Background: an optimization exercise with open tools, aiming at small area, a short achievable clock period and few clock cycles per item. Do not read the settings as production practice. Function was checked by simulation only, so behaviour that the tests miss may differ from the original. Power figures rest on the tool's default switching activity, not on a simulated workload.

==> design/flow/design.v <==
module periodic_timer_table #(
  parameter int TABLE_DEPTH   = 16,
  parameter int MS_PER_SECOND = 1000
) (
  input  logic        clk,
  input  logic        rst,
  input  logic        cmd_valid,
  output logic        cmd_ready,
  input  logic [2:0]  cmd_kind,
  input  logic [15:0] cmd_owner,
  input  logic [7:0]  cmd_method,
  input  logic        cmd_match_method,
  input  logic [31:0] cmd_interval_ms,
  input  logic        cmd_repeat_req,
  input  logic [31:0] cmd_schedule_s,
  input  logic [15:0] cmd_timer_id,
  output logic        rsp_valid,
  input  logic        rsp_ready,
  output logic [2:0]  rsp_status,
  output logic [15:0] rsp_result_id,
  output logic [15:0] rsp_result_owner,
  output logic [7:0]  rsp_result_method,
  output logic        rsp_last,
  input  logic        psel,
  input  logic        penable,
  input  logic        pwrite,
  input  logic [2:0]  paddr,
  input  logic [31:0] pwdata,
  output logic [31:0] prdata,
  output logic        pready
);
  localparam int N = TABLE_DEPTH;
  localparam logic [15:0] CHECK_PERIOD_RST = 16'd1000;
  localparam logic [2:0] K_TICK = 3'd0, K_PUSH_REL = 3'd1, K_PUSH_ABS = 3'd2,
                         K_CANCEL_ID = 3'd3, K_CANCEL_OWNER = 3'd4, K_SET_INTERVAL = 3'd5;
  localparam logic [2:0] ST_FIRED = 3'd0, ST_PUSHED = 3'd1, ST_FULL = 3'd2,
                         ST_CANCELLED = 3'd3, ST_NOT_FOUND = 3'd4,
                         ST_INTERVAL_SET = 3'd5, ST_OWNER_NULL = 3'd6;
  function automatic logic [63:0] add64(input logic [63:0] a, input logic [63:0] b,
                                        input logic cin);
    logic [63:0] p, g, gg, pp;
    p  = a ^ b;
    g  = a & b;
    gg = g;
    pp = p;
    gg[0] = g[0] | (p[0] & cin);
    for (int l = 0; l < 6; l++)
      for (int i = 0; i < 64; i++)
        if (i[l]) begin
          int j;
          j = ((i >> l) << l) - 1;
          gg[i] = gg[i] | (pp[i] & gg[j]);
          pp[i] = pp[i] & pp[j];
        end
    add64 = p ^ {gg[62:0], cin};
  endfunction
  function automatic logic [47:0] sat_add(input logic [47:0] a, input logic [31:0] b);
    logic [63:0] lo, hp;
    lo = add64(64'(a[31:0]), 64'(b), 1'b0);
    hp = add64(64'(a[47:32]), 64'd1, 1'b0);
    if (!lo[32])         sat_add = {a[47:32], lo[31:0]};
    else if (&a[47:32])  sat_add = {48{1'b1}};
    else                 sat_add = {hp[15:0], lo[31:0]};
  endfunction
  logic [47:0] dl  [N];
  logic [31:0] iv  [N];
  logic        rpt [N];
  logic [15:0] own [N];
  logic [7:0]  mth [N];
  logic [15:0] tid [N];
  logic [N-1:0] valid;
  logic [N*N-1:0] prec;
  logic [47:0] now_ms;
  logic [47:0] now_acc;    
  logic [15:0] period, countdown, next_id;
  logic        cd_le1;     
  logic        s1_v;
  logic        s1_tk, s1_pr, s1_pa, s1_ci, s1_co, s1_si;    
  logic        s1_ps, s1_bk, s1_rs;   
  logic [15:0] s1_owner, s1_tid;
  logic [7:0]  s1_method;
  logic        s1_mm, s1_rpt;
  logic [31:0] s1_iv;
  logic [47:0] s1_d;         
  logic        s1_c;         
  logic         firing;
  logic [N-1:0] pend, first_oh;
  logic         ra_v;         
  logic [N-1:0] ra_oh;
  logic [47:0]  ra_d;
  logic [N-1:0] ra_nw;        
  logic        o_valid, o_last, q_valid, q_last;
  logic [2:0]  o_status, q_status;
  logic [15:0] o_id, o_owner, q_id, q_owner;
  logic [7:0]  o_method, q_method;
  assign pready            = 1'b1;
  assign prdata            = paddr[2] ? 32'd0 : {16'd0, period};
  assign rsp_valid         = o_valid;
  assign rsp_status        = o_status;
  assign rsp_result_id     = o_id;
  assign rsp_result_owner  = o_owner;
  assign rsp_result_method = o_method;
  assign rsp_last          = o_last;
  wire t_tick  = s1_tk;
  wire t_push  = s1_ps;
  wire t_prel  = s1_pr;
  wire t_cid   = s1_ci;
  wire t_cown  = s1_co;
  wire t_setiv = s1_si;
  wire t_check = t_tick && cd_le1;
  wire t_rsp   = s1_rs;
  wire s1_go   = s1_v && !firing && (!t_rsp || !q_valid) && !(ra_v && t_check);
  wire s1_tick = s1_go && t_tick;
  wire s1_chk  = s1_go && t_check;
  assign cmd_ready = !s1_v || s1_go;
  wire acc = cmd_valid && cmd_ready;
  logic [N-1:0] free_oh;
  always_comb begin
    free_oh = '0;
    for (int i = N - 1; i >= 0; i--)
      if (!valid[i]) free_oh = N'(1) << i;
  end
  wire full = &valid;
  logic [N-1:0] id_hit, id_oh, own_hit;
  always_comb begin
    for (int i = 0; i < N; i++) begin
      id_hit[i]  = valid[i] && (tid[i] == s1_tid);
      own_hit[i] = valid[i] && (own[i] == s1_owner) &&
                   (!s1_mm || (mth[i] == s1_method));
    end
    id_oh = '0;
    for (int i = N - 1; i >= 0; i--)
      if (id_hit[i]) id_oh = N'(1) << i;
  end
  wire id_found  = |id_hit;
  wire own_found = |own_hit;
  wire own_zero  = (s1_owner == 16'd0);
  function automatic logic [N-1:0] first_of(input logic [N-1:0] set,
                                            input logic [N*N-1:0] pr);
    for (int i = 0; i < N; i++) begin
      logic blocked;
      blocked = 1'b0;
      for (int j = 0; j < N; j++) begin
        if (j < i)      blocked = blocked | (set[j] &  pr[j*N+i]);
        else if (j > i) blocked = blocked | (set[j] & !pr[i*N+j]);
      end
      first_of[i] = set[i] && !blocked;
    end
  endfunction
  wire [N-1:0] pend_rest = pend & ~first_oh;
  wire [N-1:0] first_nx  = first_of(firing ? pend_rest : valid, prec);
  wire         fire_last = (pend_rest == '0);
  wire         fire_go   = firing && !q_valid;
  logic [31:0] f_iv;
  logic        f_rpt;
  logic [15:0] f_own, f_tid;
  logic [7:0]  f_mth;
  always_comb begin
    f_iv = '0; f_rpt = 1'b0; f_own = '0; f_tid = '0; f_mth = '0;
    for (int i = 0; i < N; i++)
      if (first_oh[i]) begin
        f_iv  = f_iv  | iv[i];
        f_rpt = f_rpt | rpt[i];
        f_own = f_own | own[i];
        f_tid = f_tid | tid[i];
        f_mth = f_mth | mth[i];
      end
  end
  wire [63:0] d_lo    = add64(64'(now_acc[31:0]), 64'(cmd_interval_ms), 1'b0);
  wire [47:0] m_x     = 48'(cmd_schedule_s) << 10;
  wire [47:0] m_y     = ~(48'(cmd_schedule_s) << 4);
  wire [47:0] m_z     = ~(48'(cmd_schedule_s) << 3);
  wire [47:0] m_s     = m_x ^ m_y ^ m_z;
  wire [47:0] m_maj   = (m_x & m_y) | (m_x & m_z) | (m_y & m_z);
  wire [47:0] m_c     = {m_maj[46:0], 1'b1};
  wire [47:0] d_abs   = 48'(add64(64'(m_s), 64'(m_c), 1'b1));
  wire [47:0] d_cmd   = (cmd_kind == K_PUSH_ABS) ? d_abs : {16'd0, d_lo[31:0]};
  wire        c_cmd   = (cmd_kind != K_PUSH_ABS) && d_lo[32];
  wire [15:0] hi_p1   = 16'(add64(64'(now_acc[47:32]), 64'd1, 1'b0));
  wire [47:0] s1_dl   = s1_pa ? s1_d :
                        (s1_c ? ((&now_acc[47:32]) ? {48{1'b1}} : {hi_p1, s1_d[31:0]})
                              : {now_acc[47:32], s1_d[31:0]});
  wire [47:0] d_fire  = sat_add(now_ms, f_iv);
  wire push_do = s1_go && t_push && !full;
  wire s1_bank = s1_go && s1_bk;
  wire s1_sel  = s1_v && s1_bk && !firing;    
  wire [N-1:0] s1_wr = push_do ? free_oh : ((s1_go && t_setiv) ? id_oh : '0);
  wire ra_do   = ra_v && !s1_sel;
  wire [N-1:0] wr_oh = s1_bank ? s1_wr : (ra_do ? ra_oh : '0);
  wire [47:0] cmp_x = s1_sel ? s1_dl : (ra_v ? ra_d : now_acc);
  logic [N-1:0] le, ge;
  always_comb
    for (int j = 0; j < N; j++) begin
      logic [63:0] g, l;
      g = 64'(cmp_x & ~dl[j]);
      l = 64'(dl[j] & ~cmp_x);
      for (int w = 1; w < 64; w = w * 2)
        for (int i = 0; i < 64; i = i + 2 * w) begin
          g[i] = g[i + w] | (~l[i + w] & g[i]);
          l[i] = l[i + w] | (~g[i + w] & l[i]);
        end
      le[j] = !g[0];
      ge[j] = !l[0];
    end
  wire [N-1:0] due = valid & ge;
  wire [N-1:0] x_first = ra_do ? (le & ~(ra_nw & ge)) : le;
  always_ff @(posedge clk) begin
    for (int i = 0; i < N; i++) begin
      if (wr_oh[i]) dl[i] <= cmp_x;
      if (push_do && free_oh[i]) begin
        iv[i]  <= t_prel ? s1_iv : 32'd0;
        rpt[i] <= t_prel && s1_rpt;
        own[i] <= s1_owner;
        mth[i] <= s1_method;
        tid[i] <= next_id;
      end
      if (s1_go && t_setiv && id_oh[i]) iv[i] <= s1_iv;
      for (int j = i + 1; j < N; j++) begin
        if (wr_oh[i])      prec[i*N+j] <= x_first[j];
        else if (wr_oh[j]) prec[i*N+j] <= !x_first[i];
      end
    end
  end
  always_ff @(posedge clk) begin
    if (acc) begin
      s1_tk     <= (cmd_kind == K_TICK);
      s1_pr     <= (cmd_kind == K_PUSH_REL);
      s1_pa     <= (cmd_kind == K_PUSH_ABS);
      s1_ci     <= (cmd_kind == K_CANCEL_ID);
      s1_co     <= (cmd_kind == K_CANCEL_OWNER);
      s1_si     <= (cmd_kind == K_SET_INTERVAL);
      s1_ps     <= (cmd_kind == K_PUSH_REL) || (cmd_kind == K_PUSH_ABS);
      s1_bk     <= (cmd_kind == K_PUSH_REL) || (cmd_kind == K_PUSH_ABS) ||
                   (cmd_kind == K_SET_INTERVAL);
      s1_rs     <= (cmd_kind >= K_PUSH_REL) && (cmd_kind <= K_SET_INTERVAL);
      s1_owner  <= cmd_owner;
      s1_method <= cmd_method;
      s1_mm     <= cmd_match_method;
      s1_iv     <= cmd_interval_ms;
      s1_rpt    <= cmd_repeat_req;
      s1_tid    <= cmd_timer_id;
      s1_d      <= d_cmd;
      s1_c      <= c_cmd;
    end
    if (fire_go) begin
      ra_oh <= first_oh;
      ra_d  <= d_fire;
    end
    if (s1_chk)       first_oh <= first_nx & due;
    else if (fire_go) first_oh <= first_nx;
  end
  always_ff @(posedge clk) begin
    if (rst) begin
      s1_v    <= 1'b0;
      valid   <= '0;
      next_id <= '0;
      firing  <= 1'b0;
      ra_v    <= 1'b0;
    end else begin
      if (acc)        s1_v <= 1'b1;
      else if (s1_go) s1_v <= 1'b0;
      if (fire_go && f_rpt)                   ra_v <= 1'b1;
      else if (ra_do || (s1_wr & ra_oh) != '0) ra_v <= 1'b0;
      if (!ra_v || ra_do) ra_nw <= '0;
      else                ra_nw <= ra_nw | s1_wr;
      if (fire_go) begin
        if (!f_rpt) valid <= valid & ~first_oh;
        pend <= pend_rest;
        if (fire_last) firing <= 1'b0;
      end
      if (s1_go) begin
        if (push_do) begin
          valid   <= valid | free_oh;
          next_id <= next_id + 16'd1;
        end
        if (t_cid) valid <= valid & ~id_oh;
        if (t_cown && !own_zero) valid <= valid & ~own_hit;
        if (t_check) begin
          pend   <= due;
          firing <= |due;
        end
      end
    end
  end
  always_ff @(posedge clk) begin
    if (rst) begin
      now_ms    <= '0;
      now_acc   <= '0;
      countdown <= CHECK_PERIOD_RST;
      cd_le1    <= 1'b0;
      period    <= CHECK_PERIOD_RST;
    end else begin
      if (acc && cmd_kind == K_TICK) now_acc <= 48'(add64(64'(now_acc), 64'd1, 1'b0));
      if (s1_tick) begin
        now_ms    <= now_acc;
        countdown <= t_check ? period : countdown - 16'd1;
        cd_le1    <= t_check ? (period <= 16'd1) : (countdown == 16'd2);
      end
      if (psel && penable && pwrite && !paddr[2] && pwdata[15:0] != 16'd0) begin
        period    <= pwdata[15:0];
        countdown <= pwdata[15:0];
        cd_le1    <= (pwdata[15:0] <= 16'd1);
      end
    end
  end
  logic [2:0] c_status;
  always_comb begin
    c_status = ST_NOT_FOUND;
    if (t_push)       c_status = full ? ST_FULL : ST_PUSHED;
    else if (t_cid)   c_status = id_found ? ST_CANCELLED : ST_NOT_FOUND;
    else if (t_cown)  c_status = own_zero ? ST_OWNER_NULL :
                                 (own_found ? ST_CANCELLED : ST_NOT_FOUND);
    else if (t_setiv) c_status = id_found ? ST_INTERVAL_SET : ST_NOT_FOUND;
  end
  wire         n_load   = fire_go || (s1_go && t_rsp);
  wire [2:0]   n_status = fire_go ? ST_FIRED : c_status;
  wire [15:0]  n_id     = fire_go ? f_tid : ((t_push && !full) ? next_id : 16'd0);
  wire [15:0]  n_owner  = fire_go ? f_own : 16'd0;
  wire [7:0]   n_method = fire_go ? f_mth : 8'd0;
  wire         n_last   = fire_go ? fire_last : 1'b1;
  wire o_take = !o_valid || rsp_ready;
  always_ff @(posedge clk) begin
    if (rst) begin
      o_valid <= 1'b0;
      q_valid <= 1'b0;
    end else begin
      if (o_take) begin
        o_valid <= q_valid || n_load;
        q_valid <= 1'b0;
      end else if (n_load) begin
        q_valid <= 1'b1;
      end
    end
    if (o_take) begin
      if (q_valid) begin
        o_status <= q_status;
        o_id     <= q_id;
        o_owner  <= q_owner;
        o_method <= q_method;
        o_last   <= q_last;
      end else begin
        o_status <= n_status;
        o_id     <= n_id;
        o_owner  <= n_owner;
        o_method <= n_method;
        o_last   <= n_last;
      end
    end
    if (!o_take || q_valid) begin
      if (n_load) begin
        q_status <= n_status;
        q_id     <= n_id;
        q_owner  <= n_owner;
        q_method <= n_method;
        q_last   <= n_last;
      end
    end
  end
endmodule
==> design/flow/run.sh <==
#!/bin/bash
# synth_recipe.tcl (not shown) runs the flow's synth.tcl, then flattens the netlist and writes it again
# the make line also repeats each setting of config.mk as NAME=value (left out here)
make -C /OpenROAD-flow-scripts/flow DESIGN_CONFIG=/design/flow/config.mk WORK_HOME=/design/flow/orfs CLKGATE_MAP_FILE= SYNTH_SCRIPT=/design/flow/synth_recipe.tcl finish
==> design/flow/config.mk <==
export PLATFORM = sky130hd
export DESIGN_NAME = periodic_timer_table
export DESIGN_NICKNAME = periodic_timer_table
export VERILOG_FILES = /design/flow/design.v
export SDC_FILE = /design/flow/constraint.sdc
export NUM_CORES = 4
export LEC_CHECK = 0
export CAP_MARGIN = 30
export CORE_MARGIN = 2
export CORE_UTILIZATION = 40
export SETUP_SLACK_MARGIN = 5
export SLEW_MARGIN = 20
==> design/flow/constraint.sdc <==
create_clock -name core_clock -period 10.0 [get_ports {clk}]
set_input_delay 2.0000 -clock core_clock [delete_from_list [all_inputs] [get_ports {clk}]]
set_output_delay 2.0000 -clock core_clock [all_outputs]
set_load 0.01 [all_outputs]
==> metrics.cfg, run 1 <==
[detailed_routing]
vias_per_cell=6.517
drt_iter0_markers=16704
vias=106799
drt_wl_total_um=544700
wl_per_cell_um=33.24
ant_nets=0
drc=0
dr.pass1.iters=6

[grt]
grt_max_degree=67
grt_use_met3_pct=5.663
grt_antenna_before_repair=21
grt_use_met1_pct=42.50
grt_pass1_vias=100579
grt_pass1_wl_um=750600
gr-usage-all-layers_pct=31.07
gr-usage-met2_pct=47.79
overflow=0
top_usage_layer=met2

[clock_network]
insertion_delay_ns=0.96
cts_buffer_depth=4
clock-sinks=2549
htree_levels=5
clk_pin_slew_ns=0.06
cts_hold_buf=0
cts_made_buffers=296
tritoncts=built
clockRootBuffer=clkbuf_16

[final_layout]
drive_gt1_share_pct=14.66
multi_input_area_um2=55220
fin_nets=12085
n_fill_cell=29460
seq_area_um2=74900
syn_to_final_growth_pct=17.21

[power_and_ir_drop]
ir_drop_mv=0.1321
p_switching_mw=5.988
switching_share_pct=24.28
p_int_mw=18.67
pwr-share-clk_pct=43.9
seqPwrFrac_pct=47.8
p_comb_share_pct=8.2
p_leak_nw=53.08
power_density_nw_per_um2=159.2

[flow_run]
max_cap_viol_count=0

[timing]
fmaxAchievable_mhz=188.5
grt_setup_unrepaired=true
tightestPinTransition_ns=1.150
slew_viol_final=0
setup_viol=0
tns_ns=0
final.setup_skew_ns=0.08443
finalHoldViolCount=0
slew_headroom_pct=23.36
fin_crit_sh_pct=53.06
fin_ws_ns=4.694
period_minus_slack_ns=5.306

[place]
hpwl_um=337900
gp_congestion=0.9650
place_worst_setup_slack_ns=2.991
port_buffers=194

[floorplan]
num_rows=211
die_x_um=578.9
chipHeight_um=578.9
die-area_um2=335100
start_util_pct=40.09
core_um2=329700
io_pins=230

[critical_path]
timing_worst_setup_path_type=flop to flop
worst_setup_path_start_kind=flop
required_ns=10.65
cp.arrival_ns=5.96
critPathMaxFanout=62
end_kind=flop

[synthesis]
ys.flop_type=edfxtp_1
ys.warnings.count=7
ys_ff_latch=2549
synth-edff-count=2383
synth_largest_area_cell=edfxtp_1
synth_area_leaders=edfxtp_1, xnor2_1, a21oi_1
async_flop_share_pct=0
syn_area_um2=132200
synthCells=11426
ys_seq_area_share_pct=56.65
ys_types=135
yosys.area.top_type_share_pct=54.13
avgSynthCellArea_um2=11.57

[hold_path]
hold_path.class=flop to flop

[run_status]
status=complete, no violations

cell type report:
type,instances,share of cell area (%)
timing repair buffer,826,5.550
sequential,2549,48.34
clock buffer,394,5.225
clock inverter,140,0.8625
timing repair inverter,4,0.01534
tap,4366,3.526
antenna,9,0.01454
multi-input combinational,7795,35.64
inverter,305,0.8221
per-layer routing:
layer / up-vias / part of all wire, % / routed length, µm
li1: 44580 / - / -
met2: 7128 / 44 / 238800
met1: 53797 / 39 / 212500
met5: - / 0.0061 / 33
met3: 1288 / 11 / 62170
met4: 6 / 5.7 / 31230
synthesized netlist by cell type, drive strengths merged, types with 169 or more instances:
cell type	n
xnor2	444
a21oi	744
nor2	512
a31oi	169
maj3	247
a22o	223
a221oi	263
nand2	932
edfxtp	2383
buf	395
nor2b	546
xor2	325
o21ai	442
a22oi	258
inv	299
nand3	207
clkbuf	404
nand4	187
registers in the layout, summed over array words and instances, names as in the netlist, 43 cells and up:
register / count
iv: 512
own: 256
dl: 768
now_acc: 48
tid: 256
ra_d: 48
mth: 128
s1_d: 43
prec: 120
now_ms: 48
cell usage in the layout (no fill, tap or decap), types with 75 or more instances in the layout:
cell type / instances
edfxtp_1: 2383
nand2_1: 876
a21oi_1: 684
nor2b_1: 540
nor2_1: 481
buf_4: 451
xnor2_1: 442
o21ai_0: 351
xor2_1: 322
clkbuf_16: 322
a22oi_1: 254
inv_1: 249
a221oi_1: 248
maj3_1: 233
a22o_1: 221
nand3_1: 199
nand4_1: 187
clkdlybuf4s50_1: 165
dfxtp_1: 157
a31oi_1: 156
nor3_1: 140
nor4_1: 130
o211ai_1: 127
o22ai_1: 126
a21o_1: 118
ha_1: 111
and2_1: 101
a211oi_1: 97
o21a_1: 90
o221ai_1: 82
clkbuf_1: 75
metrics by stage:
stage | std cells | hold WS, ns | area (µm²) | util (%) | power (mW)
floorplan | 11441 | 0.4363 | 132400 | - | 13.08
global route | 16381 | 0.4757 | 154900 | 46.98 | 25.22
detailed placement | 15564 | 0.4525 | 139500 | 42.31 | 13.80
finish | 16388 | 0.4604 | 154900 | 46.99 | 24.66
global placement | 15539 | 0.4476 | 139200 | 42.23 | 13.77
CTS | 16262 | 0.4606 | 152500 | 46.24 | 24.62
kinds of logic (layout without fill, tap and decap cells):
logic type | after synthesis | after routing | synth area share [%]
AND/OR/NAND/NOR | 3125 | 3128 | 11.98
flip-flops | 2549 | 2549 | 56.65
buffers and inverters | 1104 | 1669 | 3.687
multiplexers | 130 | 130 | 1.151
other | 2 | 26 | 0.005681
AO/OA/AOI/OAI | 3343 | 3347 | 17.85
XOR/XNOR | 769 | 769 | 5.095
adder cells (fa/ha/maj) | 404 | 404 | 3.584
worst paths after layout:
| path | startpoint | endpoint | depth (start not counted) | slack [ns] |
|---|---|---|---|---|
| setup / recovery | first_oh[5] | ra_d[8] | 20 | 4.69 |
| hold / removal | now_ms[1] | now_ms[1] | 2 | 0.46 |
| setup reg to reg | first_oh[5] | ra_d[8] | 20 | 4.69 |
| hold reg to reg | now_ms[1] | now_ms[1] | 2 | 0.46 |
worst max-delay path, cell delays in order (launching register included):
cell	delay, ns
edfxtp_1	0.41
buf_12	0.19
a22oi_1	0.39
nand2_1	0.09
or3_4	0.39
ha_4	0.24
nor2b_4	0.12
o21ai_2	0.17
a21boi_2	0.10
o41a_1	0.41
o21ai_2	0.24
a21oi_2	0.10
nand4b_1	0.25
nand3_2	0.16
o311ai_4	0.14
a41o_4	0.30
a31o_4	0.31
buf_12	0.17
nand2_8	0.12
clkbuf_16	0.23
nand2_2	0.05
power by group through the flow:
stage | Sequential, mW | Combinational [mW] | Clock [mW]
after detailed placement | 12.0 | 1.77 | 0
final | 11.8 | 2.03 | 10.8
after global placement | 12.0 | 1.74 | 0
after CTS | 11.8 | 1.91 | 10.9
after floorplan | 12.0 | 1.09 | 0
after global routing | 11.8 | 2.12 | 11.3
timing repair:
item	4_1_cts	5_1_grt
cloned	23	21
gates resized for setup	444	318
endpoints found under the hold margin	0	0
setup buffers	141	93
setup endpoints to repair	1360	710
pin swaps	64	90
Testbench counts, summed over its fixed seeds: cycles 6,942, commands 4,808.
==> run 2: changes to the inputs <==
--- a/design/flow/config.mk
+++ b/design/flow/config.mk
@@ -9,3 +9,3 @@
 export CORE_MARGIN = 2
-export CORE_UTILIZATION = 40
+export CORE_UTILIZATION = 60
 export SETUP_SLACK_MARGIN = 5
==> run 2 against run 1 <==
  * Clock power fell by 4%
  * Critical path type unchanged
  * Die area fell by 33%
  * Worst setup slack improved by 0.12 ns
  * Still clean on timing, DRC and antenna
  * Power fell by 2.4%
  * Critical path depth fell by 3
  * First-iteration DRC count rose by 4.0%
  * Flip-flop and latch count did not move
==> metrics.cfg, run 2 <==
[final_layout]
reg.largest.list=dl x768, iv x512
multi_input_area_um2=54740  ; -0.88%
n_fill_cell=15859  ; -46%
largest_reg_flops=768  ; unchanged
regMostFlops=dl
fin_nets=11962  ; -1.0%
syn_to_final_growth_pct=14.04
drive_gt1_share_pct=12.95  ; -1.7 points
finish.utilization_pct=68.74  ; +22 points
layout_commonest_cell=edfxtp_1
seq_area_um2=74900  ; about the same
final_area_um2=150800  ; -2.7%
final_cell_mix=edfxtp_1, nand2_1, a21oi_1

[detailed_routing]
wl_per_cell_um=34.66  ; +4.3%
drc=0  ; unchanged
dr.pass1.iters=7  ; +1
ant_nets=0  ; unchanged
vias_per_cell=7.255  ; +11%
vias=107013  ; +0.20%
drt_wl_total_um=511300  ; -6.1%
drt_iter0_markers=17375  ; +4.0%

[critical_path]
end_kind=flop
cp.arrival_ns=5.97  ; about the same
worst_setup_path_start_kind=flop
required_ns=10.78  ; +0.13 ns
critPathMaxFanout=27  ; -56%
timing_worst_setup_path_type=flop to flop

[synthesis]
ys_ff_latch=2549  ; unchanged
avgSynthCellArea_um2=11.57  ; unchanged
synth.most_common_cell=edfxtp_1
synth-edff-count=2383  ; unchanged
ys_types=135  ; unchanged
ys.warnings.count=7  ; unchanged
synth_area_leaders=edfxtp_1, xnor2_1, a21oi_1
syn_area_um2=132200  ; unchanged
yosys.area.top_type_share_pct=54.13  ; unchanged
ys_seq_area_share_pct=56.65  ; unchanged
synthCells=11426  ; unchanged
async_flop_share_pct=0  ; unchanged
ys_top_cells_by_count=edfxtp_1, nand2_1, a21oi_1, nor2b_1, nor2_1
synth_largest_area_cell=edfxtp_1
ys.flop_type=edfxtp_1

[floorplan]
io_pins=230  ; unchanged
num_rows=172  ; -18%
die-area_um2=224100  ; -33%
core_um2=219300  ; -33%
start_util_pct=60.28  ; +20 points
die_x_um=473.4  ; -18%
chipHeight_um=473.4  ; -18%

[grt]
grt_pass1_wl_um=713900  ; -4.9%
gr-usage-all-layers_pct=44.17  ; +13 points
grt_pass1_vias=99850  ; -0.72%
grt_use_met3_pct=11.62  ; +6.0 points
grt_max_degree=96  ; +43%
gr-usage-met2_pct=64.51  ; +17 points
grt_use_met1_pct=60.02  ; +18 points
top_usage_layer=met2
overflow=0  ; unchanged
grt_antenna_before_repair=26  ; +24%

[timing]
whs_ns=0.4635  ; +0.003087 ns
grt_setup_unrepaired=true
setup_viol=0  ; unchanged
finalHoldViolCount=0  ; unchanged
tns_ns=0  ; unchanged
final.setup_skew_ns=0.07077  ; -0.01366 ns
fmaxAchievable_mhz=192.9  ; +2.4%
period_minus_slack_ns=5.183  ; -0.1231 ns
slew_viol_final=0  ; unchanged
fin_crit_sh_pct=51.83  ; -1.2 points
tightestPinTransition_ns=1.196  ; +0.04650 ns
slew_headroom_pct=19.53  ; -3.8 points

[power_and_ir_drop]
ir_drop_mv=0.1559  ; +18%
power_mw=24.08  ; -2.4%
power_density_nw_per_um2=159.7  ; +0.34%
p_leak_nw=51.99  ; -2.1%

[place]
gp_congestion=1.022  ; +5.9%
hpwl_um=317500  ; -6.0%
port_buffers=194  ; unchanged
placed_area_um2=137400  ; -1.5%

[flow_run]
max_cap_viol_count=0  ; unchanged

[hold_path]
hold_path.class=flop to flop

[clock_network]
clockRootBuffer=clkbuf_16
cts_buffer_depth=4  ; unchanged
cts_made_buffers=294  ; -0.68%
htree_levels=5  ; unchanged
cts_hold_buf=0  ; unchanged
insertion_delay_ns=0.96  ; about the same
clock-sinks=2549  ; unchanged
tritoncts=built
clk_pin_slew_ns=0.06  ; about the same

[run_status]
status=complete, no violations

[run 2: cell counts after synthesis]
No cell type changed its count.
[run 2: worst max-delay path: stages, from the launching register on]
cell and delay, ns:
dfxtp_2 0.51, buf_6 0.30, nand3b_4 0.11, buf_12 0.20
mux2i_4 0.19, buf_6 0.28, a21boi_4 0.39, buf_8 0.28
clkinvlp_4 0.17, nor2_1 0.11, o21ai_0 0.10, a2111o_1 0.42
o221ai_1 0.42, a21oi_1 0.28, nor2b_1 0.30, o2111ai_1 0.15
or4_1 0.43, o31a_1 0.33
[run 2: stage by stage]
stage                     setup slack [ns]  std cells
final                                4.817      14750
after global routing                 4.798      14742
after floorplan                      4.668      11441
after global placement               3.053      14024
after CTS                            4.844      14666
after detailed placement             3.018      14045
[run 2: layout make-up]
class	instances	area share (%)
antenna	17	0.02822
clock inverter	117	0.6200
sequential	2549	49.68
inverter	305	0.8242
multi-input combinational	7794	36.31
tap	2871	2.383
timing repair inverter	3	0.009960
timing repair buffer	707	4.808
clock buffer	387	5.333
[run 2: cell families after synthesis]
kind of cell,Yosys count,synth area share [%]
muxes,130,1.151
DFF,2549,56.65
adders and majority gates,404,3.584
xor gates and xnor gates,769,5.095
other,2,0.005681
buffers and inverters,1104,3.687
AOI/OAI and AO/OA,3343,17.85
and+or+nand+nor,3125,11.98
[run 2: power by group]
part           total (mW)  switching (mW)  internal [mW]
registers            11.8          0.0859           11.7
clock network        10.4            4.36           5.99
logic                1.92            1.25          0.669
total                24.1            5.70           18.4
[run 2: path summary, 6_finish.rpt]
kind | from | endpoint | slack (ns) | cells past startpoint
setup reg to reg | s1_v | firing | 4.82 | 17
hold / removal | now_ms[26] | now_ms[26] | 0.46 | 2
setup / recovery | s1_v | firing | 4.82 | 17
hold reg to reg | now_ms[26] | now_ms[26] | 0.46 | 2
[run 2: what timing repair did]
item / 4_1_cts / 5_1_grt
setup endpoints to repair: 972 / 608
pin swaps: 40 / 51
resized for setup: 362 / 256
buffers inserted: 100 / 49
cloned: 17 / 9
hold endpoints to repair: 0 / 0
[run 2: per-layer routing]
| metal | routed length (µm) | part of all wire (%) |
|---|---|---|
| met1 | 185700 | 36 |
| met2 | 218200 | 43 |
| met3 | 72720 | 14 |
| met4 | 34580 | 6.8 |
| met5 | 98 | 0.019 |
==> run 3: changes to the inputs <==
--- a/design/flow/design.v
+++ b/design/flow/design.v
@@ -79,3 +79,3 @@
   logic        s1_ps, s1_bk, s1_rs;   
-  logic [15:0] s1_owner, s1_tid;
+  logic [15:0] s1_owner;    
   logic [7:0]  s1_method;
@@ -96,3 +96,5 @@
   assign pready            = 1'b1;
-  assign prdata            = paddr[2] ? 32'd0 : {16'd0, period};
+  logic [15:0] rd_q;
+  always_ff @(posedge clk) rd_q <= paddr[2] ? 16'd0 : period;
+  assign prdata            = {16'd0, rd_q};
   assign rsp_valid         = o_valid;
@@ -126,3 +128,3 @@
     for (int i = 0; i < N; i++) begin
-      id_hit[i]  = valid[i] && (tid[i] == s1_tid);
+      id_hit[i]  = valid[i] && (tid[i] == s1_owner);
       own_hit[i] = valid[i] && (own[i] == s1_owner) &&
@@ -235,3 +237,4 @@
       s1_rs     <= (cmd_kind >= K_PUSH_REL) && (cmd_kind <= K_SET_INTERVAL);
-      s1_owner  <= cmd_owner;
+      s1_owner  <= (cmd_kind == K_CANCEL_ID || cmd_kind == K_SET_INTERVAL) ?
+                   cmd_timer_id : cmd_owner;
       s1_method <= cmd_method;
@@ -240,3 +243,2 @@
       s1_rpt    <= cmd_repeat_req;
-      s1_tid    <= cmd_timer_id;
       s1_d      <= d_cmd;
--- a/design/flow/config.mk
+++ b/design/flow/config.mk
@@ -9,3 +9,3 @@
 export CORE_MARGIN = 2
-export CORE_UTILIZATION = 60
+export CORE_UTILIZATION = 65
 export SETUP_SLACK_MARGIN = 5
==> run 3 against run 2 <==
  * Still clean on timing, DRC and antenna
  * Cell count fell by 2.0%
  * First-iteration DRC count increased by 12%
  * Clock-buffer cell count fell by 21
  * Global-route usage grew 3.9 points
  * Sequential share of layout area grew 0.52 points
  * Power shrank 0.14%
  * Combinational power grew 3%
  * Critical path type unchanged
==> metrics.cfg, run 3 <==
[run_status]
status=complete, no violations

[final_layout]
finish.utilization_pct=74.56  ; +5.8 points
reg.largest.list=dl x768, iv x512
syn_to_final_growth_pct=13.99  ; about the same
n_fill_cell=12752  ; -20%
seq_area_um2=74750  ; -0.20%
final_cell_mix=edfxtp_1, nand2_1, a21oi_1
final_cells=14448  ; -2.0%
multi_input_area_um2=53990  ; -1.4%
layout_commonest_cell=edfxtp_1
largest_reg_flops=768  ; unchanged
regMostFlops=dl
final_area_um2=148900  ; -1.2%
drive_gt1_share_pct=12.58  ; -0.37 points
fin_nets=11877  ; -0.71%

[critical_path]
cp.arrival_ns=5.87  ; -0.10 ns
required_ns=10.78  ; about the same
cpMostUsedCell=a21oi_1
worst_setup_path_start_kind=flop
slowest_delay_ns=0.44  ; -0.07 ns
timing_worst_setup_path_type=flop to flop
reg2regPathDepth=17  ; unchanged
critPathMaxFanout=35  ; +30%
worstPathCellList=buf_8, nand3b_4, buf_16, buf_12, nor2_2, a221o_1, clkbuf_8, clkinvlp_4, buf_4, maj3_1, o21ai_2, a21oi_1, o31ai_1, a21oi_1, o211ai_1, nand4b_1, o41a_1
r2r_start=s1_bk
worstReg2RegEnd=firing
rrSetupSlack_ns=4.91  ; +0.10 ns
critPathSlowestCell=o211ai_1
end_kind=flop

[power_and_ir_drop]
switching_share_pct=23.63  ; -0.030 points
power_density_nw_per_um2=161.5  ; +1.1%
power_mw=24.04  ; -0.14%
p_switching_mw=5.682  ; -0.27%
p_comb_share_pct=8.2  ; +0.2 points
p_int_mw=18.36  ; about the same
pwr-share-clk_pct=42.8  ; -0.2 points
p_leak_nw=51.26  ; -1.4%
seqPwrFrac_pct=49.0  ; about the same
ir_drop_mv=0.1805  ; +16%

[timing]
fmaxAchievable_mhz=196.6  ; +1.9%
final.setup_skew_ns=0.06599  ; -0.004776 ns
grt_setup_unrepaired=true
tns_ns=0  ; unchanged
slew_headroom_pct=23.04  ; +3.5 points
finalHoldViolCount=0  ; unchanged
period_minus_slack_ns=5.086  ; -0.09746 ns
slew_viol_final=0  ; unchanged
fin_crit_sh_pct=50.86  ; -0.97 points
setup_viol=0  ; unchanged
tightestPinTransition_ns=1.151  ; -0.04456 ns

[detailed_routing]
dr.pass1.iters=10  ; +3
drc=0  ; unchanged
drt_wl_total_um=507400  ; -0.76%
drt_iter0_markers=19529  ; +12%
vias_per_cell=7.449  ; +2.7%
ant_nets=0  ; unchanged
vias=107616  ; +0.56%
wl_per_cell_um=35.12  ; +1.3%

[grt]
overflow=0  ; unchanged
grt_pass1_vias=101955  ; +2.1%
grt_max_degree=84  ; -13%
gr-usage-all-layers_pct=48.10  ; +3.9 points
grt_pass1_wl_um=708700  ; -0.73%
grt_antenna_before_repair=28  ; +7.7%

[place]
port_buffers=194  ; unchanged
gp_congestion=1.012  ; -0.93%
hpwl_um=320400  ; +0.90%
placed_area_um2=136100  ; -0.97%
dpl.cell_count=13773  ; -1.9%

[synthesis]
yosys.area.top_type_share_pct=54.43  ; +0.29 points
ys_seq_area_share_pct=57.22  ; +0.57 points
synthCells=11339  ; -0.76%
ys.warnings.count=7  ; unchanged
ys_ff_latch=2549  ; unchanged
synth-edff-count=2367  ; -0.67%
ys.flop_type=edfxtp_1
ys_top_cells_by_count=edfxtp_1, nand2_1, a21oi_1, nor2_1, nor2b_1
ys_types=127  ; -5.9%
async_flop_share_pct=0  ; unchanged
avgSynthCellArea_um2=11.52  ; -0.45%
syn_area_um2=130600  ; -1.2%
synth.most_common_cell=edfxtp_1
synth_largest_area_cell=edfxtp_1
synth_area_leaders=edfxtp_1, a21oi_1, dfxtp_1

[hold_path]
hold_path_end=now_ms[14]
min_delay_path_depth=2  ; unchanged
hold_path.class=flop to flop
hp-start=now_ms[14]

[clock_network]
htree_levels=5  ; unchanged
clock-sinks=2549  ; unchanged
cts_made_buffers=288  ; -2.0%
insertion_delay_ns=0.96  ; about the same
tritoncts=built
clockRootBuffer=clkbuf_16
clk_pin_slew_ns=0.06  ; about the same
cts_buffer_depth=4  ; unchanged
cts_hold_buf=0  ; unchanged

[floorplan]
core_um2=199700  ; -9.0%
die-area_um2=204500  ; -8.7%
io_pins=230  ; unchanged
die_x_um=452.2  ; -4.5%
chipHeight_um=452.2  ; -4.5%
num_rows=164  ; -4.7%
start_util_pct=65.41  ; +5.1 points

[flow_run]
max_cap_viol_count=0  ; unchanged

-- run 3: layout make-up --
cell class              count  share of cell area, %
diodes                     23                0.03866
clock buffers             366                  5.276
clock inverters           124                 0.7110
inverters                 259                 0.7186
multi-input cells        7781                  36.27
flip-flops and latches   2549                  50.21
well taps                2656                  2.232
repair buffers            688                  4.540
repair inverters            2               0.006724
-- run 3: logic make-up after synthesis --
group	after synthesis	share of synthesized area (%)
compound gates	3302	17.32
xor+xnor	760	5.097
fa+ha+maj	416	3.711
buf+inv	1032	3.283
flops	2549	57.22
mux	154	1.284
other cells	2	0.005751
simple gates	3124	12.09
-- run 3: power by group through the flow --
stage                     logic [mW]  registers, mW  clock network (mW)
final                           1.97           11.8                10.3
after global routing            2.04           11.8                10.6
after CTS                       1.85           11.8                10.2
after detailed placement        1.75           12.0                   0
after global placement          1.71           12.0                   0
after floorplan                 1.08           12.0                   0
-- run 3: critical path: cells and delay by family, from the launching register on --
family,cells,cell delay [ns]
buffers and inverters,6,1.61
AOI/OAI and AO/OA,7,1.90
adders and majority gates,1,0.34
DFF,1,0.39
and+or+nand+nor,3,0.57
-- run 3: layer usage --
metal  global-route usage, %  vias to the layer above  wire length, µm
li1                        -                    43786                -
met1                   60.17                    51771           166000
met2                   71.58                     9743           218900
met3                   13.41                     2290            74400
met4                   36.07                       26            47880
met5                       0                        -              197
-- run 3: repair_timing --
| item | in CTS | in global routing |
|---|---|---|
| hold endpoints to repair | 0 | 0 |
| gates cloned | 9 | 12 |
| pin swaps | 46 | 45 |
| buffers inserted | 94 | 43 |
| resized for setup | 444 | 202 |
| setup endpoints to repair | 1223 | 660 |
-- run 3: worst max-delay path by stage --
stage | to | cells past startpoint | start
floorplan | s1_d[41] | 16 | cmd_schedule_s[9]
global placement | s1_d[41] | 16 | cmd_schedule_s[0]
detailed placement | s1_d[41] | 16 | cmd_schedule_s[0]
CTS | s1_d[41] | 16 | cmd_schedule_s[3]
global route | ra_d[38] | 20 | first_oh[12]
finish | firing | 17 | s1_bk
-- run 3: through the flow --
stage / hold WS, ns / setup WS [ns]
floorplan: 0.4313 / 4.387
global placement: 0.4438 / 3.233
detailed placement: 0.4549 / 3.159
CTS: 0.4632 / 4.890
global route: 0.4788 / 4.882
finish: 0.4608 / 4.914
Testbench counts of run 3, summed over its fixed seeds: cycles 6,942, commands 4,808.

separate check: timing with driven ports:
In the flow no input, the clock included, has a driving cell. The finished layouts below were timed again as built, in two steps. Step 1: set_driving_cell puts a clkbuf_16 on clk and a buf_2 on each other input, an assumption about the parent block. Step 2 also shifts input and output timing later by t, the mid clock arrival at the registers, as if the neighbouring blocks saw the same clock. Three values: ideal ports, drivers, drivers and shift; two values: the first two.
| run | t (ns) | setup WS [ns] | worst setup path at the end |
|---|---|---|---|
| run 1 | 1.030 | 4.694 / 4.694 / 4.073 | input to register |
| run 2 | 1.027 | 4.817 / 4.817 / 4.103 | input to register |
| run 3 | 1.036 | 4.914 / 4.914 / 4.150 | input to register |
After both steps every run listed still meets setup and hold. The setup slack of run 3, which loses most, moves by 0.000 ns with the drivers and by -0.764 ns with both steps.
